From an optimization exercise on the open Yosys and OpenROAD flow, aimed at a short achievable clock period and few clock cycles; shortcuts taken in it are not production practice. The RTL was checked by simulation tests, not by an equivalence proof against the original design. Power and IR drop assume default switching activity.

--- design/flow/design.v ---
package soc_pkg;
  localparam int ADDR_W = 16;
  localparam int DATA_W = 32;
  localparam int MEM_WORDS = 64;
  localparam int MEM_AW    = 6;
  localparam logic [ADDR_W-1:0] MEM_BASE  = 16'h0000;
  localparam logic [ADDR_W-1:0] MMIO_BASE = 16'h8000;
  localparam logic [ADDR_W-1:0] TXDATA_OFS = 16'h0000;
  localparam logic [ADDR_W-1:0] RXDATA_OFS = 16'h0004;
  localparam logic [ADDR_W-1:0] STATUS_OFS = 16'h0008;
  localparam int CLKS_PER_BIT = 8;
  localparam int CLKS_W       = 4;
  typedef enum logic [1:0] {
    ST_IDLE,
    ST_WAIT_TX,
    ST_ACCESS,
    ST_RESP
  } bus_state_e;
  typedef enum logic [1:0] {
    REG_TXDATA,
    REG_RXDATA,
    REG_STATUS
  } mmio_reg_e;
endpackage
`timescale 1ns/1ps
import soc_pkg::*;
module uart_tx (
  input  logic       clock,
  input  logic       rst_n,
  input  logic       tx_start,
  input  logic [7:0] tx_byte,
  output logic       tx_busy,
  output logic       tx
);
  logic [CLKS_W-1:0] clk_cnt;
  logic [3:0]        bit_cnt;
  logic [8:0]        shift_q;
  logic              bit_tick;
  logic              load;
  assign load     = tx_start && !tx_busy;
  assign bit_tick = tx_busy && (clk_cnt == CLKS_W'(CLKS_PER_BIT - 1));
  always_ff @(posedge clock or negedge rst_n) begin
    if (!rst_n) begin
      tx_busy <= 1'b0;
      tx      <= 1'b1;
      clk_cnt <= '0;
      bit_cnt <= '0;
    end else if (load) begin
      tx_busy <= 1'b1;
      tx      <= 1'b0;
      clk_cnt <= '0;
      bit_cnt <= '0;
    end else if (tx_busy) begin
      if (bit_tick) begin
        clk_cnt <= '0;
        if (bit_cnt == 4'd9) begin
          tx_busy <= 1'b0;
          tx      <= 1'b1;
        end else begin
          tx      <= shift_q[0];
          bit_cnt <= bit_cnt + 4'd1;
        end
      end else begin
        clk_cnt <= clk_cnt + 1'b1;
      end
    end
  end
  always_ff @(posedge clock) begin
    if (load) begin
      shift_q <= {1'b1, tx_byte};
    end else if (bit_tick) begin
      shift_q <= {1'b1, shift_q[8:1]};
    end
  end
endmodule
`timescale 1ns/1ps
import soc_pkg::*;
module uart_rx (
  input  logic       clock,
  input  logic       rst_n,
  input  logic       rx,
  output logic       rx_done,
  output logic [7:0] rx_byte
);
  logic              rx_meta;
  logic              rx_sync;
  logic              active;
  logic [CLKS_W-1:0] clk_cnt;
  logic [3:0]        bit_cnt;
  logic              sample;
  assign sample = active && (clk_cnt == CLKS_W'(CLKS_PER_BIT - 1));
  always_ff @(posedge clock or negedge rst_n) begin
    if (!rst_n) begin
      rx_meta <= 1'b1;
      rx_sync <= 1'b1;
      active  <= 1'b0;
      clk_cnt <= '0;
      bit_cnt <= '0;
      rx_done <= 1'b0;
    end else begin
      rx_meta <= rx;
      rx_sync <= rx_meta;
      rx_done <= 1'b0;
      if (!active) begin
        if (!rx_sync) begin
          active  <= 1'b1;
          clk_cnt <= CLKS_W'(CLKS_PER_BIT / 2);
          bit_cnt <= '0;
        end
      end else if (sample) begin
        clk_cnt <= '0;
        bit_cnt <= bit_cnt + 4'd1;
        if (bit_cnt == 4'd0 && rx_sync) begin
          active <= 1'b0;
        end else if (bit_cnt == 4'd9) begin
          active  <= 1'b0;
          rx_done <= rx_sync;
        end
      end else begin
        clk_cnt <= clk_cnt + 1'b1;
      end
    end
  end
  always_ff @(posedge clock) begin
    if (sample && bit_cnt >= 4'd1 && bit_cnt <= 4'd8) begin
      rx_byte <= {rx_sync, rx_byte[7:1]};
    end
  end
endmodule
`timescale 1ns/1ps
import soc_pkg::*;
module uart_mmio (
  input  logic              clock,
  input  logic              rst_n,
  input  logic              reg_wr,
  input  logic              reg_rd,
  input  logic [1:0]        reg_sel,
  input  logic [DATA_W-1:0] reg_wdata,
  output logic [7:0]        reg_rdata,
  output logic              tx_busy,
  output logic              irq,
  output logic              tx,
  input  logic              rx
);
  logic       tx_start;
  logic       rx_done;
  logic [7:0] rx_byte;
  logic       rx_valid;
  logic [7:0] rx_hold;
  assign tx_start = reg_wr && (reg_sel == REG_TXDATA);
  always_ff @(posedge clock or negedge rst_n) begin
    if (!rst_n) begin
      rx_valid <= 1'b0;
    end else begin
      if (rx_done) begin
        rx_valid <= 1'b1;
      end else if (reg_rd && reg_sel == REG_RXDATA) begin
        rx_valid <= 1'b0;
      end
    end
  end
  always_ff @(posedge clock) begin
    if (rx_done) begin
      rx_hold <= rx_byte;
    end
  end
  always_comb begin
    case (reg_sel)
      REG_RXDATA: reg_rdata = rx_hold;
      REG_STATUS: reg_rdata = {6'b0, rx_valid, tx_busy};
      default:    reg_rdata = '0;
    endcase
  end
  assign irq = rx_valid;
  uart_tx tx_i (
    .clock    (clock),
    .rst_n    (rst_n),
    .tx_start (tx_start),
    .tx_byte  (reg_wdata[7:0]),
    .tx_busy  (tx_busy),
    .tx       (tx)
  );
  uart_rx rx_i (
    .clock   (clock),
    .rst_n   (rst_n),
    .rx      (rx),
    .rx_done (rx_done),
    .rx_byte (rx_byte)
  );
endmodule
`timescale 1ns/1ps
import soc_pkg::*;
module scratch_mem (
  input  logic              clock,
  input  logic              mem_we,
  input  logic [MEM_AW-1:0] mem_addr,
  input  logic [DATA_W-1:0] mem_wdata,
  input  logic              rd_off,
  input  logic [7:0]        rd_or,
  output logic [DATA_W-1:0] mem_rdata
);
  logic [DATA_W-1:0]    mem [MEM_WORDS];
  logic [MEM_WORDS-1:0] sel;
  always_ff @(posedge clock) begin
    if (mem_we) begin
      mem[mem_addr] <= mem_wdata;
    end
  end
  rd_dec dec_i (
    .addr (mem_addr),
    .off  (rd_off),
    .sel  (sel)
  );
  for (genvar b = 0; b < DATA_W; b++) begin : g_bit
    logic [MEM_WORDS-1:0] col;
    for (genvar w = 0; w < MEM_WORDS; w++) begin : g_col
      assign col[w] = mem[w][b];
    end
    if (b < 8) begin : g_x
      rd_tree_x tree_i (
        .d   (col),
        .sel (sel),
        .x   (rd_or[b]),
        .y   (mem_rdata[b])
      );
    end else begin : g_n
      rd_tree tree_i (
        .d   (col),
        .sel (sel),
        .y   (mem_rdata[b])
      );
    end
  end
endmodule
module rd_dec (
  input  logic [MEM_AW-1:0]    addr,
  input  logic                 off,
  output logic [MEM_WORDS-1:0] sel
);
  logic [3:0] p0, p1, p2;
  rd_pre2  pre0_i (.a(addr[1:0]), .y(p0));
  rd_pre2  pre1_i (.a(addr[3:2]), .y(p1));
  rd_pre2e pre2_i (.a(addr[5:4]), .off(off), .y(p2));
  for (genvar w = 0; w < MEM_WORDS; w++) begin : g_w
    rd_and3 u (.a(p0[w % 4]), .b(p1[(w / 4) % 4]), .c(p2[w / 16]), .y(sel[w]));
  end
endmodule
module rd_pre2 (
  input  logic [1:0] a,
  output logic [3:0] y
);
  always_comb begin
    for (int i = 0; i < 4; i++) begin
      y[i] = a == 2'(i);
    end
  end
endmodule
module rd_pre2e (
  input  logic [1:0] a,
  input  logic       off,
  output logic [3:0] y
);
  always_comb begin
    for (int i = 0; i < 4; i++) begin
      y[i] = !off && a == 2'(i);
    end
  end
endmodule
module rd_and3 (
  input  logic a,
  input  logic b,
  input  logic c,
  output logic y
);
  assign y = a && b && c;
endmodule
module rd_tree (
  input  logic [MEM_WORDS-1:0] d,
  input  logic [MEM_WORDS-1:0] sel,
  output logic                 y
);
  logic [31:0] l1;
  logic [7:0]  l2;
  logic [3:0]  l3;
  for (genvar i = 0; i < 32; i++) begin : g_l1
    rd_aoi22 u (.a(d[2*i]), .sa(sel[2*i]), .b(d[2*i+1]), .sb(sel[2*i+1]), .y(l1[i]));
  end
  for (genvar i = 0; i < 8; i++) begin : g_l2
    rd_nand4 u (.a(l1[4*i+3:4*i]), .y(l2[i]));
  end
  for (genvar i = 0; i < 4; i++) begin : g_l3
    rd_nor2 u (.a(l2[2*i+1:2*i]), .y(l3[i]));
  end
  rd_nand4 u4 (.a(l3), .y(y));
endmodule
module rd_tree_x (
  input  logic [MEM_WORDS-1:0] d,
  input  logic [MEM_WORDS-1:0] sel,
  input  logic                 x,
  output logic                 y
);
  logic [31:0] l1;
  logic [7:0]  l2;
  logic [3:0]  l3;
  for (genvar i = 0; i < 32; i++) begin : g_l1
    rd_aoi22 u (.a(d[2*i]), .sa(sel[2*i]), .b(d[2*i+1]), .sb(sel[2*i+1]), .y(l1[i]));
  end
  for (genvar i = 0; i < 8; i++) begin : g_l2
    rd_nand4 u (.a(l1[4*i+3:4*i]), .y(l2[i]));
  end
  for (genvar i = 0; i < 3; i++) begin : g_l3
    rd_nor2 u (.a(l2[2*i+1:2*i]), .y(l3[i]));
  end
  rd_nor3 u3 (.a({x, l2[7:6]}), .y(l3[3]));
  rd_nand4 u4 (.a(l3), .y(y));
endmodule
module rd_aoi22 (
  input  logic a,
  input  logic sa,
  input  logic b,
  input  logic sb,
  output logic y
);
  assign y = !((a && sa) || (b && sb));
endmodule
module rd_nand4 (
  input  logic [3:0] a,
  output logic       y
);
  assign y = !(&a);
endmodule
module rd_nor2 (
  input  logic [1:0] a,
  output logic       y
);
  assign y = !(|a);
endmodule
module rd_nor3 (
  input  logic [2:0] a,
  output logic       y
);
  assign y = !(|a);
endmodule
`timescale 1ns/1ps
import soc_pkg::*;
module bus_ctrl (
  input  logic              rst_n,
  input  logic              wb_cyc,
  input  logic              wb_stb,
  input  logic              wb_we,
  input  logic [ADDR_W-1:0] wb_adr,
  output logic [DATA_W-1:0] wb_rdata,
  output logic              wb_ack,
  output logic              wb_err,
  output logic              mem_we,
  input  logic [DATA_W-1:0] mem_rdata,
  output logic [7:0]        rd_or,
  output logic              reg_wr,
  output logic              reg_rd,
  output logic [1:0]        reg_sel,
  input  logic [7:0]        reg_rdata,
  input  logic              tx_busy
);
  logic req;
  logic dec_mem;
  logic dec_reg;
  logic stall;
  always_comb begin
    req     = wb_cyc && wb_stb && rst_n;
    dec_mem = wb_adr < ADDR_W'(MEM_WORDS * 4);
    dec_reg = wb_adr == MMIO_BASE + TXDATA_OFS || wb_adr == MMIO_BASE + RXDATA_OFS ||
              wb_adr == MMIO_BASE + STATUS_OFS;
    reg_sel = wb_adr[3:2];
    stall  = dec_reg && reg_sel == REG_TXDATA && wb_we && tx_busy;
    wb_ack = req && (dec_mem || dec_reg) && !stall;
    wb_err = req && !(dec_mem || dec_reg);
    mem_we = req && dec_mem && wb_we;
    reg_wr = req && dec_reg && wb_we && !stall;
    reg_rd = req && dec_reg && !wb_we;
  end
  assign rd_or    = wb_adr[15] ? reg_rdata : 8'h0;
  assign wb_rdata = mem_rdata;
endmodule
`timescale 1ns/1ps
import soc_pkg::*;
module soc_top (
  input  logic              clock,
  input  logic              rst_n,
  input  logic              wb_cyc,
  input  logic              wb_stb,
  input  logic              wb_we,
  input  logic [ADDR_W-1:0] wb_adr,
  input  logic [DATA_W-1:0] wb_wdata,
  output logic [DATA_W-1:0] wb_rdata,
  output logic              wb_ack,
  output logic              wb_err,
  output logic              tx,
  input  logic              rx,
  output logic              irq
);
  logic              mem_we;
  logic [DATA_W-1:0] mem_rdata;
  logic [7:0]        rd_or;
  logic              reg_wr;
  logic              reg_rd;
  logic [1:0]        reg_sel;
  logic [7:0]        reg_rdata;
  logic              tx_busy;
  bus_ctrl ctrl_i (
    .rst_n     (rst_n),
    .wb_cyc    (wb_cyc),
    .wb_stb    (wb_stb),
    .wb_we     (wb_we),
    .wb_adr    (wb_adr),
    .wb_rdata  (wb_rdata),
    .wb_ack    (wb_ack),
    .wb_err    (wb_err),
    .mem_we    (mem_we),
    .mem_rdata (mem_rdata),
    .rd_or     (rd_or),
    .reg_wr    (reg_wr),
    .reg_rd    (reg_rd),
    .reg_sel   (reg_sel),
    .reg_rdata (reg_rdata),
    .tx_busy   (tx_busy)
  );
  scratch_mem mem_i (
    .clock     (clock),
    .mem_we    (mem_we),
    .mem_addr  (wb_adr[MEM_AW+1:2]),
    .mem_wdata (wb_wdata),
    .rd_off    (wb_adr[15]),
    .rd_or     (rd_or),
    .mem_rdata (mem_rdata)
  );
  uart_mmio uart_i (
    .clock     (clock),
    .rst_n     (rst_n),
    .reg_wr    (reg_wr),
    .reg_rd    (reg_rd),
    .reg_sel   (reg_sel),
    .reg_wdata (wb_wdata),
    .reg_rdata (reg_rdata),
    .tx_busy   (tx_busy),
    .irq       (irq),
    .tx        (tx),
    .rx        (rx)
  );
endmodule
--- design/flow/standard.sh ---
#!/bin/bash
# synth_recipe.tcl (not shown) runs the flow's synth.tcl, then flattens the netlist and writes it again
# the make line also repeats each setting of config.mk as NAME=value (left out here)
make -C /OpenROAD-flow-scripts/flow DESIGN_CONFIG=/design/flow/config.mk WORK_HOME=/design/flow/orfs CLKGATE_MAP_FILE= SYNTH_SCRIPT=/design/flow/synth_recipe.tcl "${@:-finish}"
--- design/flow/flow/array.tcl ---
# Places the scratch memory's flip-flops in bit-slice blocks and fixes them:
# block b holds bit b of all 64 words, so that the read multiplexer of each
# bit stays local. Reads and writes the floorplan database given in ODB_FILE.
# Blocks sit on a BX x BY grid; each holds ROWS_PER_BLOCK rows of SEGS_PER_BLOCK
# tap-to-tap segments with FLOPS_PER_SEG flip-flops each.
read_db $::env(ODB_FILE)
set block [ord::get_db_block]
set dbu [$block getDefUnits]

set BX 4
set BY 8
set ROWS_PER_BLOCK 16
set SEGS_PER_BLOCK 2
set FLOPS_PER_SEG 2
set GAP_ROWS [expr {[info exists ::env(GAP_ROWS)] ? $::env(GAP_ROWS) : 2}]
set GAP_SEGS [expr {[info exists ::env(GAP_SEGS)] ? $::env(GAP_SEGS) : 1}]

# rows bottom to top
set rows {}
foreach row [$block getRows] {
  lappend rows [list [lindex [$row getOrigin] 1] $row]
}
set rows [lsort -integer -index 0 $rows]
set nrows [llength $rows]

# tap cells per row y
array set taps {}
foreach inst [$block getInsts] {
  if {[string match "*tapvpwrvgnd*" [[$inst getMaster] getName]]} {
    set bb [$inst getBBox]
    lappend taps([$bb yMin]) [list [$bb xMin] [$bb xMax]]
  }
}

set flop_w 0
set flops {}
foreach inst [$block getInsts] {
  set n [$inst getName]
  if {[regexp {^mem_i\.mem\\?\[(\d+)\\?\]\\?\[(\d+)\\?\]} $n -> w b]} {
    lappend flops [list $w $b $inst]
    set flop_w [[$inst getMaster] getWidth]
  }
}
puts "array: [llength $flops] memory flip-flops, width $flop_w, $nrows rows"

# free segments of a row: the gaps between taps (and the row ends) at least
# FLOPS_PER_SEG flip-flops wide
proc segments {row y} {
  global taps flop_w FLOPS_PER_SEG
  set x0 [lindex [$row getOrigin] 0]
  set x1 [expr {$x0 + [$row getSiteCount] * [$row getSpacing]}]
  set ts [lsort -integer -index 0 $taps($y)]
  set segs {}
  set cur $x0
  foreach t $ts {
    if {[lindex $t 0] - $cur >= $FLOPS_PER_SEG * ($flop_w + 920)} { lappend segs [list $cur [lindex $t 0]] }
    set cur [lindex $t 1]
  }
  if {$x1 - $cur >= $FLOPS_PER_SEG * ($flop_w + 920)} { lappend segs [list $cur $x1] }
  return $segs
}

set need_rows [expr {$BY * $ROWS_PER_BLOCK + ($BY - 1) * $GAP_ROWS}]
set row0 [expr {($nrows - $need_rows) / 2}]
if {$row0 < 0} { error "array: $need_rows rows needed, $nrows available" }

foreach f $flops {
  lassign $f w b inst
  set bx [expr {$b % $BX}]
  set by [expr {$b / $BX}]
  set lr [expr {$w / ($SEGS_PER_BLOCK * $FLOPS_PER_SEG)}]
  set ls [expr {($w / $FLOPS_PER_SEG) % $SEGS_PER_BLOCK}]
  set slot [expr {$w % $FLOPS_PER_SEG}]
  set ri [expr {$row0 + $by * ($ROWS_PER_BLOCK + $GAP_ROWS) + $lr}]
  lassign [lindex $rows $ri] y row
  set segs [segments $row $y]
  set need_segs [expr {$BX * $SEGS_PER_BLOCK + ($BX - 1) * $GAP_SEGS}]
  set seg0 [expr {([llength $segs] - $need_segs) / 2}]
  if {$seg0 < 0} { error "array: $need_segs segments needed in row $ri, [llength $segs] available" }
  set si [expr {$seg0 + $bx * ($SEGS_PER_BLOCK + $GAP_SEGS) + $ls}]
  set seg [lindex $segs $si]
  # flip-flops two sites apart, centred in their segment, on the site grid
  set site [$row getSpacing]
  set pitch [expr {$flop_w + 2 * $site}]
  set free [expr {[lindex $seg 1] - [lindex $seg 0] - $FLOPS_PER_SEG * $pitch + 2 * $site}]
  if {$free < 0} { error "array: segment too narrow" }
  set x [expr {[lindex $seg 0] + ($free / 2 / $site) * $site + $slot * $pitch}]
  $inst setOrient [$row getOrient]
  $inst setLocation $x $y
  $inst setPlacementStatus FIRM
}
write_db $::env(ODB_FILE)
puts "array: placed"
--- design/flow/config.mk ---
export PLATFORM = sky130hd
export DESIGN_NAME = soc_top
export DESIGN_NICKNAME = soc_top
export VERILOG_FILES = /design/flow/design.v
export SDC_FILE = /design/flow/constraint.sdc
export NUM_CORES = 4
export LEC_CHECK = 0
export CAP_MARGIN = 20
export CELL_PAD_IN_SITES_DETAIL_PLACEMENT = 0
export CELL_PAD_IN_SITES_GLOBAL_PLACEMENT = 1
export CORE_AREA = 5 5 385 405
export DIE_AREA = 0 0 390 410
export PLACE_DENSITY = 0.65
export SETUP_SLACK_MARGIN = 1.2
export SLEW_MARGIN = 20
export SYNTH_HIERARCHICAL = 1
export SYNTH_MEMORY_MAX_BITS = 16384
--- design/flow/flow/run.sh ---
#!/bin/bash
# Standard layout, except that after the floorplan the scratch memory's
# flip-flops are placed in bit-slice blocks (flow/array.tcl) and fixed there,
# so that each bit's read multiplexer stays local. Each step's output goes to
# a log file of its own in this folder.
set -euo pipefail
bash standard.sh synth floorplan > 1_synth_floorplan.log 2>&1
ODB_FILE="orfs/results/${FLOW_PLATFORM}/soc_top/base/2_floorplan.odb" \
  openroad -no_init -exit flow/array.tcl > 2_array_place.log 2>&1
bash standard.sh > 3_place_to_finish.log 2>&1
--- design/flow/constraint.sdc ---
create_clock -name core_clock -period 5.0 [get_ports {clock}]
set_input_delay 1.0000 -clock core_clock [delete_from_list [all_inputs] [get_ports {clock}]]
set_output_delay 1.0000 -clock core_clock [all_outputs]
set_load 0.01 [all_outputs]
==> reports/results.ini, run 1 <==
[outcome]
outcome=complete, no violations

[setup_path]
cp_slowest_cell=nand4_1
critical_path_class=input pin to output pin
worst-path-buf-inv=5
crit_required_ns=4.00
critPathArrivalTime_ns=3.33
end_kind=output pin
critPathTopFamily=simple AND/OR/NAND/NOR gates
critPathLaunchType=input pin
critical-path-max-stage-delay_ns=0.50
crit_fanout=8
crit_path_cell_trace=buf_6, nor2b_4, buf_6, and3_4, buf_12, buf_12, a22oi_2, nand4_1, nor2_1, nand4_1, buf_2

[global_routing]
antenna_found_initial=28
grt_max_degree=66
grt_pass1_vias=50400
grt_pass1_wl_um=476000
grt_usage_pct=46.8
grt_remaining_overflow=0

[floorplanning]
die_w_um=390
rows=146
core_area_um2=151000
start_util_pct=53.3
ioPinCount=90
die_h_um=410
die_area_um2=160000

[power_and_ir_drop]
peakVddDrop_uv=425
cellPowerDensity_nw_per_um2=349
leakagePower_uw=0.0301

[clocking]
insertion_delay_ns=0.84
cts_buffer_depth=3
root_buffer=clkbuf_16
clock_sinks=2095
cts_tree=built
path_clk_slew_ns=0.06
h-tree-depth=4
cts_made_buffers=181

[routing]
viasPerCell=8.13
drc=0
wl_met1_um=92300
wl_met3_um=69900
drt-pass1-iter-count=11
vias=56500
antenna_left=0
dr_wl_met2_um=159000
wl_per_cell_um=55.2
routed_wl_um=383000
drt_iter0_drc=15200
top_layer=met5

[timing]
timing.final.ws_setup_ns=0.672
setup_violations=0
slew_headroom_pct=30.8
hold_ws_ns=0.356
slew_viol_final=0
fin_skew_ns=0.0249
setup_tns_ns=0
fmax_ghz=0.231
hold_viol=0
tightest_slew_ns=1.04
rsz0062_at_grt=yes
post-route-period-util_pct=86.6
min_period_ns=4.33

[run]
maxCapViolations=0

[yosys]
syn_nets=3962
yosysTopAreaCell=edfxtp_1
yosysMostFrequentCell=edfxtp_1
ys_ff_latch=2095
ys.warnings.count=13
async_flop_share_pct=1.10
synthCells=3898
syn_area_per_cell_um2=20.6
synthFlopType=edfxtp_1
syn_area_um2=80300
synth_top_area_share_pct=77.5
yosys-top-cells-count=2072 x edfxtp_1, 1024 x a22oi_2, 290 x nand4_1
synth-edff-count=2072
synth.area.top_cells=edfxtp_1 78%, a22oi_2 16%, nand4_1 2.3%, nor2_1 0.87%, dfrtp_1 0.62%
synth_cell_types=59
yosysSeqAreaShare_pct=78.2

[finish]
nets=4811
area_delta_synth_final_pct=22.2
drive_gt1_share_pct=44.5
fin_util_pct=65.1

[placed_design]
hpwl_um=219000
place_congestion=1.01
io_buffers=89
place_ws_ns=0.00608

[worst_hold_path]
hp-class=register to register

routing by layer:
layer / vias up / GRT usage [%]
met4: 31 / 50.4
met3: 3665 / 28.0
met2: 8685 / 66.0
li1: 18600 / -
met1: 25500 / 44.6
met5: - / 3.03
cell type report:
type,instances,area [um2]
well taps,1998,2500
repair buffers,715,8750
clock buffers,231,4800
diodes,48,120
clock inverters,105,1030
flip-flops and latches,2095,62800
inverters,10,37.5
multi-input cells,1744,18100
fillers,9546,52600
Yosys stat by module (local to each module, per instance), excerpt:
| module | flops+latches | area (um2) |
|---|---|---|
| uart_rx | 20 | 870 |
| rd_pre2e | 0 | 30.0 |
| rd_aoi22 | 0 | 12.5 |
| rd_nor3 | 0 | 10.0 |
| rd_nand4 | 0 | 6.26 |
| rd_and3 | 0 | 6.26 |
| rd_nor2 | 0 | 3.75 |
cell families after synthesis:
kind of cell / Yosys count / share of synthesized area [%]
AOI/OAI and AO/OA: 1061 / 16.3
xor gates and xnor gates: 2 / 0.0218
adders and majority gates: 10 / 0.156
buffers and inverters: 62 / 0.511
DFF: 2095 / 78.2
muxes: 2 / 0.0265
and+or+nand+nor: 666 / 4.75
sequential cells by signal, indices dropped and copies added (netlist names):
signal / count
uart_i.rx_hold: 8
uart_i.tx_i.bit_cnt: 4
mem_i.mem: 2048
uart_i.rx_i.rx_sync: 1
uart_i.rx_i.rx_meta: 1
uart_i.rx_i.active: 1
uart_i.tx_i.shift_q: 8
uart_i.rx_i.bit_cnt: 4
uart_i.tx_i.clk_cnt: 4
uart_i.rx_valid: 1
uart_i.tx_i.tx: 1
uart_i.rx_i.rx_byte: 8
uart_i.tx_i.tx_busy: 1
uart_i.rx_i.clk_cnt: 4
uart_i.rx_i.rx_done: 1
metrics by stage:
step                area (um2)  cells  power, uW
floorplan                80600   3898      20100
global placement         90600   6431      20600
detailed placement       90600   6431      20700
CTS                      97300   6833      34000
global route             98000   6904      35200
finish                   98100   6946      34200
power by group:
part,internal (uW),switching (uW),total (uW)
combinational,297,673,970
sequential,19300,54.0,19400
clock,7700,6170,13900
cell usage in the layout (no fill, tap or decap), types with 20 or more instances in the layout:
cell type | netlist | layout
a22oi_2 | 1024 | 1024
and3_4 | 0 | 64
nand4_1 | 290 | 290
buf_12 | 0 | 249
clkinv_1 | 0 | 30
dfrtp_1 | 20 | 20
buf_6 | 5 | 32
buf_2 | 10 | 60
buf_4 | 34 | 337
nor2_1 | 186 | 100
nand2_1 | 31 | 31
nor2_4 | 0 | 58
clkbuf_1 | 3 | 45
diode_2 | 0 | 48
clkinv_2 | 0 | 25
nor2_2 | 0 | 28
clkbuf_16 | 0 | 184
edfxtp_1 | 2072 | 2072
worst paths after layout:
path / startpoint / to / slack, ns / cells after the start
setup / recovery: wb_adr[4] / wb_rdata[8] / 0.67 / 11
hold / removal: uart_i.rx_i.rx_meta / uart_i.rx_i.rx_sync / 0.36 / 0
setup reg to reg: uart_i.tx_i.tx_busy / uart_i.tx_i.shift_q[4] / 2.25 / 5
hold reg to reg: uart_i.rx_i.rx_meta / uart_i.rx_i.rx_sync / 0.36 / 0
max in group asynchronous: rst_n / uart_i.rx_i.rx_meta / 3.99 / 2
min in group asynchronous: rst_n / uart_i.tx_i.bit_cnt[0] / 0.68 / 2
timing repair:
action | 4_1_cts | 5_1_grt
hold buffers | 0 | 0
pin swaps | 120 | 108
buffers inserted | 59 | 65
gates cloned | 7 | 0
gates resized for setup | 244 | 42
setup endpoints to repair | 34 | 36
hold endpoints to repair | 0 | 0
Testbench counts, summed over its fixed seeds: cycles 4,800.
==> inputs of run 2 (changes only) <==
--- a/design/flow/design.v
+++ b/design/flow/design.v
@@ -200,6 +200,5 @@
   output logic [DATA_W-1:0] mem_rdata
 );
-  logic [DATA_W-1:0]    mem [MEM_WORDS];
-  logic [MEM_WORDS-1:0] sel;
+  logic [DATA_W-1:0] mem [MEM_WORDS];
   always_ff @(posedge clock) begin
     if (mem_we) begin
@@ -207,9 +206,4 @@
     end
   end
-  rd_dec dec_i (
-    .addr (mem_addr),
-    .off  (rd_off),
-    .sel  (sel)
-  );
   for (genvar b = 0; b < DATA_W; b++) begin : g_bit
     logic [MEM_WORDS-1:0] col;
@@ -218,19 +212,42 @@
     end
     if (b < 8) begin : g_x
-      rd_tree_x tree_i (
-        .d   (col),
-        .sel (sel),
-        .x   (rd_or[b]),
-        .y   (mem_rdata[b])
+      rd_slice_x slice_i (
+        .d    (col),
+        .addr (mem_addr),
+        .off  (rd_off),
+        .x    (rd_or[b]),
+        .y    (mem_rdata[b])
       );
     end else begin : g_n
-      rd_tree tree_i (
-        .d   (col),
-        .sel (sel),
-        .y   (mem_rdata[b])
+      rd_slice slice_i (
+        .d    (col),
+        .addr (mem_addr),
+        .off  (rd_off),
+        .y    (mem_rdata[b])
       );
     end
   end
 endmodule
+module rd_slice (
+  input  logic [MEM_WORDS-1:0] d,
+  input  logic [MEM_AW-1:0]    addr,
+  input  logic                 off,
+  output logic                 y
+);
+  logic [MEM_WORDS-1:0] sel;
+  rd_dec  dec_i  (.addr(addr), .off(off), .sel(sel));
+  rd_tree tree_i (.d(d), .sel(sel), .y(y));
+endmodule
+module rd_slice_x (
+  input  logic [MEM_WORDS-1:0] d,
+  input  logic [MEM_AW-1:0]    addr,
+  input  logic                 off,
+  input  logic                 x,
+  output logic                 y
+);
+  logic [MEM_WORDS-1:0] sel;
+  rd_dec    dec_i  (.addr(addr), .off(off), .sel(sel));
+  rd_tree_x tree_i (.d(d), .sel(sel), .x(x), .y(y));
+endmodule
 module rd_dec (
   input  logic [MEM_AW-1:0]    addr,
--- a/design/flow/flow/array.tcl
+++ b/design/flow/flow/array.tcl
@@ -8,11 +8,19 @@
 set dbu [$block getDefUnits]
 
-set BX 4
-set BY 8
-set ROWS_PER_BLOCK 16
-set SEGS_PER_BLOCK 2
+proc knob {name default} {
+  if {[info exists ::env(ARRAY_$name)]} { return $::env(ARRAY_$name) }
+  return $default
+}
+set BX [knob BX 4]
+set BY [knob BY 8]
+set ROWS_PER_BLOCK [knob ROWS 16]
+set SEGS_PER_BLOCK [knob SEGS 2]
 set FLOPS_PER_SEG 2
-set GAP_ROWS [expr {[info exists ::env(GAP_ROWS)] ? $::env(GAP_ROWS) : 2}]
-set GAP_SEGS [expr {[info exists ::env(GAP_SEGS)] ? $::env(GAP_SEGS) : 1}]
+set GAP_ROWS [knob GAP_ROWS 2]
+set GAP_SEGS [knob GAP_SEGS 1]
+# inside a block, ROW_GROUP rows of flip-flops are followed by ROW_SKIP free rows
+set ROW_GROUP [knob ROW_GROUP 2]
+set ROW_SKIP [knob ROW_SKIP 0]
+set BLOCK_ROWS [expr {$ROWS_PER_BLOCK + (($ROWS_PER_BLOCK - 1) / $ROW_GROUP) * $ROW_SKIP}]
 
 # rows bottom to top
@@ -61,5 +69,5 @@
 }
 
-set need_rows [expr {$BY * $ROWS_PER_BLOCK + ($BY - 1) * $GAP_ROWS}]
+set need_rows [expr {$BY * $BLOCK_ROWS + ($BY - 1) * $GAP_ROWS}]
 set row0 [expr {($nrows - $need_rows) / 2}]
 if {$row0 < 0} { error "array: $need_rows rows needed, $nrows available" }
@@ -72,5 +80,5 @@
   set ls [expr {($w / $FLOPS_PER_SEG) % $SEGS_PER_BLOCK}]
   set slot [expr {$w % $FLOPS_PER_SEG}]
-  set ri [expr {$row0 + $by * ($ROWS_PER_BLOCK + $GAP_ROWS) + $lr}]
+  set ri [expr {$row0 + $by * ($BLOCK_ROWS + $GAP_ROWS) + $lr + ($lr / $ROW_GROUP) * $ROW_SKIP}]
   lassign [lindex $rows $ri] y row
   set segs [segments $row $y]
--- a/design/flow/config.mk
+++ b/design/flow/config.mk
@@ -9,6 +9,6 @@
 export CELL_PAD_IN_SITES_DETAIL_PLACEMENT = 0
 export CELL_PAD_IN_SITES_GLOBAL_PLACEMENT = 1
-export CORE_AREA = 5 5 385 405
-export DIE_AREA = 0 0 390 410
+export CORE_AREA = 5 5 405 425
+export DIE_AREA = 0 0 410 430
 export PLACE_DENSITY = 0.65
 export SETUP_SLACK_MARGIN = 1.2
==> run 2 against run 1 <==
Still clean. Register-to-register slack better by 0.33 ns. Final area grew 15%. Sequential power about the same. Combinational power rose by 140%. Largest cell class unchanged.
==> reports/results.ini, run 2 <==
[outcome]
outcome=complete, no violations

[floorplanning]
start_util_pct=56.9  ; +3.6 points
ioPinCount=90  ; unchanged
die_h_um=430  ; +4.9%
die_area_um2=176000  ; +10%
rows=154  ; +5.5%
core_area_um2=167000  ; +11%
die_w_um=410  ; +5.1%

[timing]
hold_viol=0  ; unchanged
setup_violations=0  ; unchanged
timing.final.ws_setup_ns=0.906  ; +0.234 ns
fmax_ghz=0.244  ; +5.7%
min_period_ns=4.09  ; -0.234 ns
slew_headroom_pct=23.4  ; -7.5 points
setup_tns_ns=0  ; unchanged
tightest_slew_ns=1.15  ; +0.112 ns
fin_skew_ns=0.00582  ; -0.0191 ns
post-route-period-util_pct=81.9  ; -4.7 points
slew_viol_final=0  ; unchanged
rsz0062_at_grt=yes

[routing]
vias=71800  ; +27%
drc=0  ; unchanged
antenna_left=0  ; unchanged
drt-pass1-iter-count=10  ; -1
drt_iter0_drc=16000  ; +5.0%
wl_per_cell_um=39.4  ; -29%
routed_wl_um=371000  ; -3.2%
viasPerCell=7.62  ; -6.2%

[setup_path]
crit_fanout=16  ; +8
end_kind=output pin
critPathArrivalTime_ns=3.09  ; -0.24 ns
critical_path_class=input pin to output pin
critPathLaunchType=input pin
crit_required_ns=4.00  ; about the same

[clocking]
h-tree-depth=4  ; unchanged
cts_buffer_depth=3  ; unchanged
insertion_delay_ns=0.83  ; about the same
cts_tree=built
root_buffer=clkbuf_16
path_clk_slew_ns=0.07  ; about the same
clock_sinks=2095  ; unchanged
cts_made_buffers=189  ; +4.4%

[finish]
largest_register=mem_i.mem
nets=7114  ; +48%
mostFrequentLayoutCell=edfxtp_1
n_fill_cell=10400  ; +9.4%
final_cell_mix=2072 x edfxtp_1, 2009 x and3_1, 1024 x a22oi_2
drive_gt1_share_pct=32.7  ; -12 points
largest_reg_flops=2048  ; unchanged
area_delta_synth_final_pct=18.4

[yosys]
synth_cell_types=59  ; unchanged
synth-edff-count=2072  ; unchanged
ys_ff_latch=2095  ; unchanged
yosysTopAreaCell=edfxtp_1
yosys-top-cells-count=2072 x edfxtp_1, 2049 x and3_1, 1024 x a22oi_2
yosysMostFrequentCell=edfxtp_1
syn_area_um2=95200  ; +19%
synth.area.top_cells=edfxtp_1 65%, and3_1 13%, a22oi_2 13%, nand4_1 1.9%, nor2_1 0.98%
synthCells=6254  ; +60%
synth_top_area_share_pct=65.3  ; -12 points
synthFlopType=edfxtp_1
yosysSeqAreaShare_pct=65.9  ; -12 points
syn_nets=6318  ; +59%
syn_area_per_cell_um2=15.2  ; -26%
ys.warnings.count=13  ; unchanged
async_flop_share_pct=1.10  ; unchanged

[worst_hold_path]
hp-class=register to register

[power_and_ir_drop]
cellPowerDensity_nw_per_um2=320  ; -8.4%
power_uw=36000  ; +5.2%
peakVddDrop_uv=320  ; -25%
leakagePower_uw=0.0431  ; +43%

[global_routing]
grt_remaining_overflow=0  ; unchanged
antenna_found_initial=27  ; -3.6%
use_met2_pct=57.7  ; -8.2 points
grt_usage_pct=39.8  ; -7.0 points
top_usage_layer=met2
met3_usage_pct=17.4  ; -11 points
grt_pass1_wl_um=485000  ; +2.0%
met1_usage_pct=45.9  ; +1.4 points
grt_pass1_vias=64100  ; +27%
grt_max_degree=66  ; unchanged

[placed_design]
place_congestion=0.903  ; -10%
place_ws_ns=0.0654  ; +0.0593 ns
io_buffers=89  ; unchanged
hpwl_um=200000  ; -8.7%

[run]
maxCapViolations=0  ; unchanged

==> run 2: final timing paths <==
check | from | to | slack [ns] | cells past startpoint
worst max-delay path | wb_adr[5] | wb_rdata[13] | 0.91 | 10
worst min-delay path | uart_i.rx_i.rx_meta | uart_i.rx_i.rx_sync | 0.36 | 0
worst max register to register | uart_i.tx_i.tx_busy | uart_i.tx_i.shift_q[2] | 2.58 | 4
worst min register to register | uart_i.rx_i.rx_meta | uart_i.rx_i.rx_sync | 0.36 | 0
max in group asynchronous | rst_n | uart_i.rx_i.rx_meta | 3.96 | 2
min in group asynchronous | rst_n | uart_i.tx_i.bit_cnt[0] | 0.72 | 2
==> run 2: cells by family (layout without fill, tap and decap cells) <==
kind of cell             after synthesis  count (layout)  synth area share, %
XOR/XNOR                               2               2               0.0184
multiplexers                           2               2               0.0223
adder cells (fa/ha/maj)               10              10                0.131
buffers and inverters                 62             977                0.431
other                                  0              35                    0
flip-flops                          2095            2095                 65.9
AND/OR/NAND/NOR                     3022            3050                 19.7
AO/OA/AOI/OAI                       1061            1061                 13.7
==> run 2: layout make-up <==
cell class	count	area (um2)	share of cell area [%]
multi-input combinational	4125	33900	30.1
sequential	2095	62800	55.7
antenna	35	87.6	0.0777
clock buffer	231	5080	4.50
inverter	10	37.5	0.0333
tap	2184	2730	2.42
timing repair buffer	629	7040	6.25
clock inverter	107	1020	0.907
==> run 2: routing by layer <==
metal / wire (um) / vias to the layer above
met3: 67700 / 2370
met4: 43300 / 8
met5: 147 / -
li1: - / 27700
met2: 155000 / 8545
met1: 104000 / 33200
==> run 2: repair_timing <==
item | 4_1_cts | 5_1_grt
setup endpoints to repair | 34 | 34
pin swaps | 93 | 203
setup buffers | 64 | 95
cloned | 57 | 30
gates resized for setup | 382 | 257
hold endpoints to repair | 0 | 0
hold buffers | 0 | 0
==> run 2: power by group <==
group          total (uW)  internal (uW)  switching (uW)  leakage, uW
Clock               14300           8000            6250      0.00294
Sequential          19400          19300            52.2       0.0189
Combinational        2370            792            1580       0.0213
Total               36000          28100            7880       0.0431
==> run 2: modules after synthesis, one instance, submodules excluded, excerpt <==
module,copies in the design,cells inside,cell area [um2],flops+latches
bus_ctrl,1,61,475,0
rd_and3,2048,1,6.26,0
rd_aoi22,1024,1,12.5,0
rd_nor2,120,1,3.75,0
rd_pre2,64,4,26.3,0
rd_pre2e,32,4,30.0,0
scratch_mem,1,2149,62000,2048
uart_mmio,1,27,400,9
uart_rx,1,63,870,20
uart_tx,1,82,861,18
==> run 2: critical path, stage by stage <==
cell and delay (ns):
buf_16 0.18, buf_4 0.19, nor2_1 0.04, buf_4 0.20
and3_1 0.17, a22oi_2 0.28, nand4_1 0.18, nor2_2 0.14
nand4_1 0.38, buf_6 0.30
==> run 2: through the flow <==
stage	hold WS (ns)	utilization (%)	instance area, um2	instances
6_report	0.358	67.3	113000	9416
5_1_grt	0.359	67.3	113000	9387
4_1_cts	0.358	66.0	111000	9256
3_5_place_dp	0.348	60.7	102000	8797
3_3_place_gp	0.348	60.7	102000	8794
2_1_floorplan	0.345	-	95400	6254
Testbench counts of run 2, summed over its fixed seeds: cycles 4,800.
==> inputs of run 3 (changes only) <==
--- a/design/flow/flow/array.tcl
+++ b/design/flow/flow/array.tcl
@@ -13,4 +13,5 @@
 }
 set BX [knob BX 4]
+set MODE [knob MODE ring]
 set BY [knob BY 8]
 set ROWS_PER_BLOCK [knob ROWS 16]
@@ -69,22 +70,64 @@
 }
 
-set need_rows [expr {$BY * $BLOCK_ROWS + ($BY - 1) * $GAP_ROWS}]
-set row0 [expr {($nrows - $need_rows) / 2}]
-if {$row0 < 0} { error "array: $need_rows rows needed, $nrows available" }
+# slots: {first row, first segment (from the left, or from the right when
+# from_right is 1)} of each block
+set slots {}
+if {$MODE eq "ring"} {
+  # blocks along the die's edges, so that each bit's read tree ends next to
+  # the edge where its output pin goes: full rows of blocks at the bottom
+  # and top, columns of blocks at the left and right in between
+  set nseg 1000000
+  for {set i 1} {$i < $nrows - 1} {incr i} {
+    set n [llength [segments [lindex $rows $i 1] [lindex $rows $i 0]]]
+    if {$n < $nseg} { set nseg $n }
+  }
+  set per_row [expr {$nseg / $SEGS_PER_BLOCK}]
+  set bot 1
+  set top [expr {$nrows - 1 - $ROWS_PER_BLOCK}]
+  for {set i 0} {$i < $per_row} {incr i} {
+    lappend slots [list $bot [expr {$i * $SEGS_PER_BLOCK}] 0]
+    lappend slots [list $top [expr {$i * $SEGS_PER_BLOCK}] 0]
+  }
+  set r [expr {$bot + $ROWS_PER_BLOCK + $GAP_ROWS}]
+  while {$r + $ROWS_PER_BLOCK + $GAP_ROWS <= $top} {
+    lappend slots [list $r 0 0]
+    lappend slots [list $r 0 1]
+    incr r [expr {$ROWS_PER_BLOCK + $GAP_ROWS}]
+  }
+} else {
+  set need_rows [expr {$BY * $BLOCK_ROWS + ($BY - 1) * $GAP_ROWS}]
+  set row0 [expr {($nrows - $need_rows) / 2}]
+  if {$row0 < 0} { error "array: $need_rows rows needed, $nrows available" }
+  set need_segs [expr {$BX * $SEGS_PER_BLOCK + ($BX - 1) * $GAP_SEGS}]
+  for {set b 0} {$b < $BX * $BY} {incr b} {
+    set bx [expr {$b % $BX}]
+    set by [expr {$b / $BX}]
+    lappend slots [list [expr {$row0 + $by * ($BLOCK_ROWS + $GAP_ROWS)}] \
+      [expr {$bx * ($SEGS_PER_BLOCK + $GAP_SEGS)}] 0 $need_segs]
+  }
+}
+puts "array: [llength $slots] block slots"
+if {[llength $slots] < 32} { error "array: only [llength $slots] block slots" }
 
 foreach f $flops {
   lassign $f w b inst
-  set bx [expr {$b % $BX}]
-  set by [expr {$b / $BX}]
+  lassign [lindex $slots $b] r0 s0 from_right need_segs
   set lr [expr {$w / ($SEGS_PER_BLOCK * $FLOPS_PER_SEG)}]
   set ls [expr {($w / $FLOPS_PER_SEG) % $SEGS_PER_BLOCK}]
   set slot [expr {$w % $FLOPS_PER_SEG}]
-  set ri [expr {$row0 + $by * ($BLOCK_ROWS + $GAP_ROWS) + $lr + ($lr / $ROW_GROUP) * $ROW_SKIP}]
+  set ri [expr {$r0 + $lr + ($lr / $ROW_GROUP) * $ROW_SKIP}]
   lassign [lindex $rows $ri] y row
   set segs [segments $row $y]
-  set need_segs [expr {$BX * $SEGS_PER_BLOCK + ($BX - 1) * $GAP_SEGS}]
-  set seg0 [expr {([llength $segs] - $need_segs) / 2}]
-  if {$seg0 < 0} { error "array: $need_segs segments needed in row $ri, [llength $segs] available" }
-  set si [expr {$seg0 + $bx * ($SEGS_PER_BLOCK + $GAP_SEGS) + $ls}]
+  if {$need_segs eq ""} {
+    set seg0 0
+  } else {
+    set seg0 [expr {([llength $segs] - $need_segs) / 2}]
+    if {$seg0 < 0} { error "array: $need_segs segments needed in row $ri, [llength $segs] available" }
+  }
+  if {$from_right} {
+    set si [expr {[llength $segs] - $SEGS_PER_BLOCK - $s0 + $ls}]
+  } else {
+    set si [expr {$seg0 + $s0 + $ls}]
+  }
   set seg [lindex $segs $si]
   # flip-flops two sites apart, centred in their segment, on the site grid
--- a/design/flow/config.mk
+++ b/design/flow/config.mk
@@ -9,6 +9,6 @@
 export CELL_PAD_IN_SITES_DETAIL_PLACEMENT = 0
 export CELL_PAD_IN_SITES_GLOBAL_PLACEMENT = 1
-export CORE_AREA = 5 5 405 425
-export DIE_AREA = 0 0 410 430
+export CORE_AREA = 5 5 495 515
+export DIE_AREA = 0 0 500 520
 export PLACE_DENSITY = 0.65
 export SETUP_SLACK_MARGIN = 1.2
==> run 3 against run 2 <==
Sequential power about the same. Total power up 0.41%. Worst hold slack about the same. Count of clock-buffer cells in the layout down 21. Die area up 47%. Largest cell class unchanged. Combinational power down 6%. Sequential cell count unchanged. Synthesized area unchanged. Setup slack worse by 0.030 ns. Critical path type unchanged. Still clean on timing, DRC and antenna. Sequential share of layout area down 0.32 points. Final area up 0.57%. Largest power group unchanged. Maximum frequency down 0.74%.
==> reports/results.ini, run 3 <==
[global_routing]
grt_pass1_wl_um=541000  ; +11%
grt_usage_pct=30.5  ; -9.2 points
grt_remaining_overflow=0  ; unchanged
antenna_found_initial=14  ; -48%
grt_pass1_vias=63500  ; -0.97%
grt_max_degree=66  ; unchanged

[yosys]
yosysMostFrequentCell=edfxtp_1
async_flop_share_pct=1.10  ; unchanged
synthFlopType=edfxtp_1
synth.area.top_cells=edfxtp_1 65%, and3_1 13%, a22oi_2 13%, nand4_1 1.9%, nor2_1 0.98%
yosysTopAreaCell=edfxtp_1
ys.warnings.count=13  ; unchanged
synth-edff-count=2072  ; unchanged
synth_top_area_share_pct=65.3  ; unchanged
syn_area_um2=95200  ; unchanged
ys_ff_latch=2095  ; unchanged
syn_nets=6318  ; unchanged
synth_cell_types=59  ; unchanged
yosys-top-cells-count=2072 x edfxtp_1, 2049 x and3_1, 1024 x a22oi_2
yosysSeqAreaShare_pct=65.9  ; unchanged
synthCells=6254  ; unchanged
syn_area_per_cell_um2=15.2  ; unchanged

[placed_design]
post_dp_cell_area_um2=103000  ; +1.7%
hpwl_um=243000  ; +22%
place_congestion=0.942  ; +4.3%
io_buffers=89  ; unchanged

[finish]
largest_register=mem_i.mem
area_delta_synth_final_pct=19.1
multi_input_area_um2=33900  ; -0.25%
nets=7034  ; -1.1%
largest_reg_flops=2048  ; unchanged
final_cell_mix=2072 x edfxtp_1, 1998 x and3_1, 1024 x a22oi_2
mostFrequentLayoutCell=edfxtp_1
n_fill_cell=20900  ; +100%
seq_area_um2=62800  ; unchanged
final_cell_area_um2=113000  ; +0.57%
drive_gt1_share_pct=31.9  ; -0.78 points

[clocking]
cts_made_buffers=186  ; -1.6%
path_clk_slew_ns=0.07  ; about the same
h-tree-depth=4  ; unchanged
clock_sinks=2095  ; unchanged
cts_buffer_depth=3  ; unchanged
insertion_delay_ns=0.85  ; +0.02 ns
cts_hold_buf=0  ; unchanged
root_buffer=clkbuf_16
cts_tree=built

[power_and_ir_drop]
seqPwrFrac_pct=53.6  ; -0.2 points
power_frac_clock_pct=40.2  ; +0.6 points
cellPowerDensity_nw_per_um2=319  ; -0.16%
combPwrFrac_pct=6.2  ; -0.4 points
internal_power_uw=28000  ; -0.38%
leakagePower_uw=0.0426  ; -1.1%
swShare_pct=22.5  ; +0.62 points
peakVddDrop_uv=437  ; +37%
p_switching_uw=8140  ; +3.2%

[routing]
vias=70800  ; -1.3%
viasPerCell=6.79  ; -11%
drt_iter0_drc=16700  ; +4.5%
drc=0  ; unchanged
wl_per_cell_um=39.7  ; +0.78%
routed_wl_um=414000  ; +12%
antenna_left=0  ; unchanged
drt-pass1-iter-count=10  ; unchanged

[setup_path]
end_kind=output pin
critPathLaunchType=input pin
crit_required_ns=4.00  ; about the same
worstRegToRegCells=4  ; unchanged
critical_path_class=input pin to output pin
critPathArrivalTime_ns=3.12  ; +0.03 ns
crit_fanout=8  ; -8
rr_startpoint=uart_i.tx_i.tx_busy
startpoint=wb_adr[15]

[timing]
fin_skew_ns=0.0622  ; +0.0564 ns
post-route-period-util_pct=82.5  ; +0.61 points
hold_viol=0  ; unchanged
rsz0062_at_grt=yes
setup_violations=0  ; unchanged
slew_headroom_pct=23.2  ; -0.18 points
slew_viol_final=0  ; unchanged
fmax_ghz=0.242  ; -0.74%
setup_tns_ns=0  ; unchanged
min_period_ns=4.12  ; +0.0304 ns
tightest_slew_ns=1.15  ; +0.00275 ns

[floorplanning]
die_h_um=520  ; +21%
ioPinCount=90  ; unchanged
rows=187  ; +21%
core_area_um2=249000  ; +49%
die_area_um2=260000  ; +47%
start_util_pct=38.2  ; -19 points
die_w_um=500  ; +22%

[run]
maxCapViolations=0  ; unchanged

[worst_hold_path]
hp-class=register to register
holdPathStages=0  ; unchanged
hp-start=uart_i.rx_i.rx_meta

[outcome]
outcome=complete, no violations

-- run 3: cell counts after synthesis --
Identical to the previous run, type by type.
-- run 3: layout make-up --
cell class | instances | area share, %
Clock buffer | 210 | 4.20
Timing Repair Buffer | 557 | 5.57
Inverter | 10 | 0.0331
Sequential cell | 2095 | 55.4
Multi-Input combinational cell | 4120 | 29.9
Antenna cell | 8 | 0.0177
Clock inverter | 127 | 1.28
Tap cell | 3307 | 3.65
-- run 3: stage by stage --
stage	worst slack, ns	std cells	utilization, %	power, uW	hold WS (ns)
finish	0.875	10400	45.5	36200	0.358
global route	0.953	10400	45.5	37400	0.365
CTS	1.03	10400	45.2	36000	0.358
detailed placement	0.0178	9933	41.5	21500	0.348
global placement	0.140	9932	41.5	21400	0.346
floorplan	0.937	6254	-	20600	0.345
-- run 3: worst paths after layout --
| check | to | slack, ns |
|---|---|---|
| max | wb_rdata[3] | 0.88 |
| min | uart_i.rx_i.rx_sync | 0.36 |
| max in group asynchronous | uart_i.tx_i.tx | 4.06 |
| min in group asynchronous | uart_i.rx_valid | 0.56 |
| max reg2reg | uart_i.tx_i.shift_q[2] | 2.77 |
| min reg2reg | uart_i.rx_i.rx_sync | 0.36 |
-- run 3: modules after synthesis, one instance, submodules excluded, a selection --
module / flops+latches / cells inside / copies in the design / cell area [um2]
bus_ctrl: 0 / 61 / 1 / 475
rd_pre2: 0 / 4 / 64 / 26.3
rd_and3: 0 / 1 / 2048 / 6.26
uart_tx: 18 / 82 / 1 / 861
rd_nor2: 0 / 1 / 120 / 3.75
uart_rx: 20 / 63 / 1 / 870
rd_nor3: 0 / 1 / 8 / 10.0
rd_nand4: 0 / 1 / 288 / 6.26
-- run 3: power by group through the flow --
stage	Combinational [uW]	Clock, uW	Sequential, uW
5_1_grt	2320	15700	19400
2_1_floorplan	811	0	19800
3_3_place_gp	1660	0	19800
3_5_place_dp	1710	0	19800
6_report	2230	14600	19400
4_1_cts	2090	14500	19400
-- run 3: critical path, cell delays in order --
cell and delay, ns:
buf_16 0.12, buf_12 0.14, buf_16 0.15, and3b_2 0.32, and3_1 0.28, a22oi_2 0.28
nand4_1 0.24, nor3_2 0.16, nand4_1 0.19, buf_2 0.20
-- run 3: kinds of logic after synthesis --
group,Yosys count,synth area share (%)
fa+ha+maj,10,0.131
buf+inv,62,0.431
xor+xnor,2,0.0184
flops,2095,65.9
mux,2,0.0223
simple gates,3022,19.7
compound gates,1061,13.7
-- run 3: timing repair --
item	in CTS	in global routing
gates resized for setup	465	120
gates cloned	55	19
endpoints found under the setup margin	34	58
buffers inserted	64	18
pin swaps	122	130
-- run 3: layer usage --
metal / GRT usage [%] / up-vias / share of wire (%)
met4: 24.3 / 9 / 11
met5: 0.293 / - / 0.052
li1: - / 27500 / -
met1: 36.2 / 33000 / 30
met3: 15.8 / 1940 / 20
met2: 41.2 / 8416 / 39
==> inputs of run 4 (changes only) <==
--- a/design/flow/design.v
+++ b/design/flow/design.v
@@ -235,7 +235,8 @@
   output logic                 y
 );
-  logic [MEM_WORDS-1:0] sel;
-  rd_dec  dec_i  (.addr(addr), .off(off), .sel(sel));
-  rd_tree tree_i (.d(d), .sel(sel), .y(y));
+  logic [7:0] sa;
+  logic [7:0] sb_n;
+  rd_dec  dec_i  (.addr(addr), .off(off), .sa(sa), .sb_n(sb_n));
+  rd_tree tree_i (.d(d), .sa(sa), .sb_n(sb_n), .y(y));
 endmodule
 module rd_slice_x (
@@ -246,53 +247,43 @@
   output logic                 y
 );
-  logic [MEM_WORDS-1:0] sel;
-  rd_dec    dec_i  (.addr(addr), .off(off), .sel(sel));
-  rd_tree_x tree_i (.d(d), .sel(sel), .x(x), .y(y));
+  logic [7:0] sa;
+  logic [7:0] sb_n;
+  rd_dec    dec_i  (.addr(addr), .off(off), .sa(sa), .sb_n(sb_n));
+  rd_tree_x tree_i (.d(d), .sa(sa), .sb_n(sb_n), .x(x), .y(y));
 endmodule
 module rd_dec (
-  input  logic [MEM_AW-1:0]    addr,
-  input  logic                 off,
-  output logic [MEM_WORDS-1:0] sel
-);
-  logic [3:0] p0, p1, p2;
-  rd_pre2  pre0_i (.a(addr[1:0]), .y(p0));
-  rd_pre2  pre1_i (.a(addr[3:2]), .y(p1));
-  rd_pre2e pre2_i (.a(addr[5:4]), .off(off), .y(p2));
-  for (genvar w = 0; w < MEM_WORDS; w++) begin : g_w
-    rd_and3 u (.a(p0[w % 4]), .b(p1[(w / 4) % 4]), .c(p2[w / 16]), .y(sel[w]));
-  end
-endmodule
-module rd_pre2 (
-  input  logic [1:0] a,
-  output logic [3:0] y
+  input  logic [MEM_AW-1:0] addr,
+  input  logic              off,
+  output logic [7:0]        sa,
+  output logic [7:0]        sb_n
+);
+  rd_pre3  pre_lo_i (.a(addr[2:0]), .y(sa));
+  rd_pre3n pre_hi_i (.a(addr[5:3]), .off(off), .y_n(sb_n));
+endmodule
+module rd_pre3 (
+  input  logic [2:0] a,
+  output logic [7:0] y
 );
   always_comb begin
-    for (int i = 0; i < 4; i++) begin
-      y[i] = a == 2'(i);
+    for (int i = 0; i < 8; i++) begin
+      y[i] = a == 3'(i);
     end
   end
 endmodule
-module rd_pre2e (
-  input  logic [1:0] a,
+module rd_pre3n (
+  input  logic [2:0] a,
   input  logic       off,
-  output logic [3:0] y
+  output logic [7:0] y_n
 );
   always_comb begin
-    for (int i = 0; i < 4; i++) begin
-      y[i] = !off && a == 2'(i);
+    for (int i = 0; i < 8; i++) begin
+      y_n[i] = !(!off && a == 3'(i));
     end
   end
 endmodule
-module rd_and3 (
-  input  logic a,
-  input  logic b,
-  input  logic c,
-  output logic y
-);
-  assign y = a && b && c;
-endmodule
 module rd_tree (
   input  logic [MEM_WORDS-1:0] d,
-  input  logic [MEM_WORDS-1:0] sel,
+  input  logic [7:0]           sa,
+  input  logic [7:0]           sb_n,
   output logic                 y
 );
@@ -301,8 +292,8 @@
   logic [3:0]  l3;
   for (genvar i = 0; i < 32; i++) begin : g_l1
-    rd_aoi22 u (.a(d[2*i]), .sa(sel[2*i]), .b(d[2*i+1]), .sb(sel[2*i+1]), .y(l1[i]));
+    rd_aoi22 u (.a(d[2*i]), .sa(sa[(2*i) % 8]), .b(d[2*i+1]), .sb(sa[(2*i+1) % 8]), .y(l1[i]));
   end
   for (genvar i = 0; i < 8; i++) begin : g_l2
-    rd_nand4 u (.a(l1[4*i+3:4*i]), .y(l2[i]));
+    rd_aoi41 u (.a(l1[4*i+3:4*i]), .b(sb_n[i]), .y(l2[i]));
   end
   for (genvar i = 0; i < 4; i++) begin : g_l3
@@ -313,5 +304,6 @@
 module rd_tree_x (
   input  logic [MEM_WORDS-1:0] d,
-  input  logic [MEM_WORDS-1:0] sel,
+  input  logic [7:0]           sa,
+  input  logic [7:0]           sb_n,
   input  logic                 x,
   output logic                 y
@@ -321,8 +313,8 @@
   logic [3:0]  l3;
   for (genvar i = 0; i < 32; i++) begin : g_l1
-    rd_aoi22 u (.a(d[2*i]), .sa(sel[2*i]), .b(d[2*i+1]), .sb(sel[2*i+1]), .y(l1[i]));
+    rd_aoi22 u (.a(d[2*i]), .sa(sa[(2*i) % 8]), .b(d[2*i+1]), .sb(sa[(2*i+1) % 8]), .y(l1[i]));
   end
   for (genvar i = 0; i < 8; i++) begin : g_l2
-    rd_nand4 u (.a(l1[4*i+3:4*i]), .y(l2[i]));
+    rd_aoi41 u (.a(l1[4*i+3:4*i]), .b(sb_n[i]), .y(l2[i]));
   end
   for (genvar i = 0; i < 3; i++) begin : g_l3
@@ -332,4 +324,11 @@
   rd_nand4 u4 (.a(l3), .y(y));
 endmodule
+module rd_aoi41 (
+  input  logic [3:0] a,
+  input  logic       b,
+  output logic       y
+);
+  assign y = !((&a) || b);
+endmodule
 module rd_aoi22 (
   input  logic a,
==> run 4 against run 3 <==
Cell count shrank 18%. Worst hold slack lost 0.0044 ns. Count of clock-buffer cells in the layout grew 3. Critical path type unchanged.
==> reports/results.ini, run 4 <==
[timing]
setup_violations=0  ; unchanged
slew_headroom_pct=34.2  ; +11 points
setup_tns_ns=0  ; unchanged
slew_viol_final=0  ; unchanged
tightest_slew_ns=0.986  ; -0.166 ns
timing.final.ws_setup_ns=0.968  ; +0.0932 ns
fin_skew_ns=0.0587  ; -0.00353 ns
hold_viol=0  ; unchanged
min_period_ns=4.03  ; -0.0932 ns
post-route-period-util_pct=80.6  ; -1.9 points
fmax_ghz=0.248  ; +2.3%
rsz0062_at_grt=yes

[worst_hold_path]
hp-class=register to register

[routing]
vias=56600  ; -20%
antenna_left=0  ; unchanged
routed_wl_um=366000  ; -12%
wl_per_cell_um=42.9  ; +8.0%
drt-pass1-iter-count=8  ; -2
drt_iter0_drc=13800  ; -17%
viasPerCell=6.63  ; -2.3%
drc=0  ; unchanged

[power_and_ir_drop]
cellPowerDensity_nw_per_um2=349  ; +9.3%
leakagePower_uw=0.0301  ; -29%
peakVddDrop_uv=432  ; -1.3%

[yosys]
synth_cell_types=62  ; +5.1%
synthFlopType=edfxtp_1
yosysMostFrequentCell=edfxtp_1
synth.area.top_cells=edfxtp_1 72%, a22oi_2 15%, a41oi_2 4.8%, nand4bb_1 1.3%, or4b_1 1.1%
ys_ff_latch=2095  ; unchanged
synth-edff-count=2072  ; unchanged
yosysSeqAreaShare_pct=72.2  ; +6.3 points
ys.warnings.count=13  ; unchanged
syn_area_per_cell_um2=20.1  ; +32%
yosysTopAreaCell=edfxtp_1
synthCells=4334  ; -31%
syn_nets=4398  ; -30%
syn_area_um2=87000  ; -8.7%
async_flop_share_pct=1.10  ; unchanged
synth_top_area_share_pct=71.5  ; +6.2 points
yosys-top-cells-count=2072 x edfxtp_1, 1024 x a22oi_2, 256 x a41oi_2

[clocking]
insertion_delay_ns=0.83  ; -0.02 ns
cts_buffer_depth=3  ; unchanged
h-tree-depth=4  ; unchanged
cts_hold_buf=0  ; unchanged
cts_tree=built
cts_made_buffers=187  ; +0.54%
path_clk_slew_ns=0.06  ; about the same
clock_sinks=2095  ; unchanged
root_buffer=clkbuf_16

[global_routing]
antenna_found_initial=14  ; unchanged
grt_remaining_overflow=0  ; unchanged
grt_usage_pct=26.9  ; -3.6 points
grt_max_degree=79  ; +20%
grt_pass1_vias=50200  ; -21%
grt_pass1_wl_um=466000  ; -14%

[outcome]
outcome=complete, no violations

[finish]
drive_gt1_share_pct=46.5  ; +15 points
largest_reg_flops=2048  ; unchanged
largest_register=mem_i.mem
final_cell_mix=2072 x edfxtp_1, 1024 x a22oi_2, 323 x buf_4
mostFrequentLayoutCell=edfxtp_1
area_delta_synth_final_pct=20.7
nets=5125  ; -27%

[floorplanning]
start_util_pct=34.9  ; -3.3 points
rows=187  ; unchanged
die_area_um2=260000  ; unchanged
die_h_um=520  ; unchanged
die_w_um=500  ; unchanged
ioPinCount=90  ; unchanged
core_area_um2=249000  ; unchanged

[placed_design]
io_buffers=89  ; unchanged
place_ws_ns=0.329  ; +0.312 ns
place_congestion=0.835  ; -11%
hpwl_um=200000  ; -18%

[setup_path]
critPathArrivalTime_ns=3.03  ; -0.09 ns
critPathLaunchType=input pin
end_kind=output pin
crit_required_ns=4.00  ; about the same
critical_path_class=input pin to output pin
crit_fanout=8  ; unchanged

[run]
maxCapViolations=0  ; unchanged

[run 4: changes by cell type in the layout (fill, tap and decap cells not counted), sizes merged, moves of 96 or more]
| cell | before | now |
|---|---|---|
| a41oi | 0 | 256 |
| and3 | 2049 | 33 |
| nand4 | 290 | 34 |
| nand4bb | 4 | 100 |
| or4b | 2 | 98 |
[run 4: area by class of cell]
class	count	area, um2
timing repair buffer	590	6920
sequential	2095	62800
multi-input combinational	2177	24700
clock inverter	125	1530
tap	3307	4140
antenna	11	27.5
fill	21600	144000
clock buffer	213	4820
inverter	10	37.5
[run 4: metal layers]
metal / track usage [%] / routed length, um / share of wire, % / vias to the layer above
li1: - / - / - / 20600
met3: 14.6 / 73800 / 20 / 1505
met4: 17.9 / 31400 / 8.6 / 16
met5: 1.08 / 461 / 0.13 / -
met2: 36.6 / 146000 / 40 / 7189
met1: 32.6 / 114000 / 31 / 27300
[run 4: final timing paths]
kind                                          start  depth (start not counted)                     end  slack, ns
worst max register to register  uart_i.tx_i.tx_busy                          5  uart_i.tx_i.shift_q[0]       2.71
min in group asynchronous                     rst_n                          2  uart_i.tx_i.clk_cnt[3]       0.63
max in group asynchronous                     rst_n                          2     uart_i.rx_i.rx_sync       4.01
worst max-delay path                      wb_adr[2]                         11            wb_rdata[15]       0.97
worst min register to register  uart_i.rx_i.rx_meta                          0     uart_i.rx_i.rx_sync       0.35
worst min-delay path            uart_i.rx_i.rx_meta                          0     uart_i.rx_i.rx_sync       0.35
[run 4: critical path, cell delays in order]
cell and delay (ns):
buf_16 0.15, buf_16 0.17, buf_16 0.17, buf_12 0.15, and3b_2 0.22, buf_12 0.15
a22oi_2 0.25, a41oi_2 0.19, nor2_1 0.15, nand4_1 0.17, buf_2 0.19
[run 4: repair_timing]
action                     in CTS  in global routing
pin swaps                     134                126
cloned                         50                  5
setup buffers                  84                 63
setup endpoints to repair      34                 30
gates resized for setup       281                 81
[run 4: kinds of logic after synthesis]
logic type,count (synthesis),synth area share (%)
fa+ha+maj,10,0.144
simple gates,846,7.32
compound gates,1317,19.8
xor+xnor,2,0.0201
mux,2,0.0244
buf+inv,62,0.472
flops,2095,72.2
[run 4: metrics by stage]
stage	utilization (%)	std cells	power, uW	hold WS [ns]	area (um2)
after CTS	41.7	8449	36500	0.355	104000
after global placement	38.1	7977	21600	0.346	94900
after global routing	42.1	8518	37900	0.364	105000
after detailed placement	38.1	7977	21600	0.347	94900
final	42.1	8528	36600	0.354	105000
after floorplan	-	4334	20700	0.345	87100
[run 4: report_power, final]
part           leakage (uW)  internal [uW]  switching, uW
registers            0.0189          19300           53.2
clock network       0.00307           8200           6570
logic               0.00811            902           1530
total                0.0301          28400           8160
[run 4: modules after synthesis, one instance, submodules excluded, excerpt]
| module | flip-flops and latches | cell area [um2] | cells inside | copies in the design |
|---|---|---|---|---|
| bus_ctrl | 0 | 475 | 61 | 1 |
| rd_aoi22 | 0 | 12.5 | 1 | 1024 |
| rd_nor2 | 0 | 3.75 | 1 | 120 |
| rd_nor3 | 0 | 10.0 | 1 | 8 |
| rd_pre3 | 0 | 65.1 | 8 | 32 |
| rd_pre3n | 0 | 80.1 | 8 | 32 |
| scratch_mem | 2048 | 62000 | 2149 | 1 |
| uart_mmio | 9 | 400 | 27 | 1 |
| uart_rx | 20 | 870 | 63 | 1 |
| uart_tx | 18 | 861 | 82 | 1 |
Testbench counts of run 4, summed over its fixed seeds: cycles 4,800.

-- what the ideal ports hide --
The flow's constraints put no driver on any port. The routed layouts listed below were extracted and timed again, unchanged, in two steps.
Step 1: set_driving_cell puts a clkbuf_16 on clock and a buf_2 on each other input, an assumption about the parent block.
Step 2, shift: input delay + t, output delay - t, t = (earliest + latest rising clock arrival at the registers) / 2. This alone moves slack from input paths to output paths.
Three values: no drivers, after step 1, after step 2; two values: the first two.
run | t, ns | setup slack, ns | worst setup path at the end | worst data-port slew with drivers (ns)
run 1 | 0.910 | 0.672 / 0.593 / 0.224 | input to register | 0.18
run 2 | 0.900 | 0.906 / 0.489 / 0.376 | input to register | 0.55
run 3 | 0.905 | 0.875 / 0.450 / 0.450 | input to output | 0.78
run 4 | 0.898 | 0.968 / 0.331 / 0.331 | input to output | 0.92
After both steps every run listed still meets setup and hold. For run 4, which loses most, drivers alone change the setup slack by -0.637 ns; drivers and shift together by -0.637 ns.
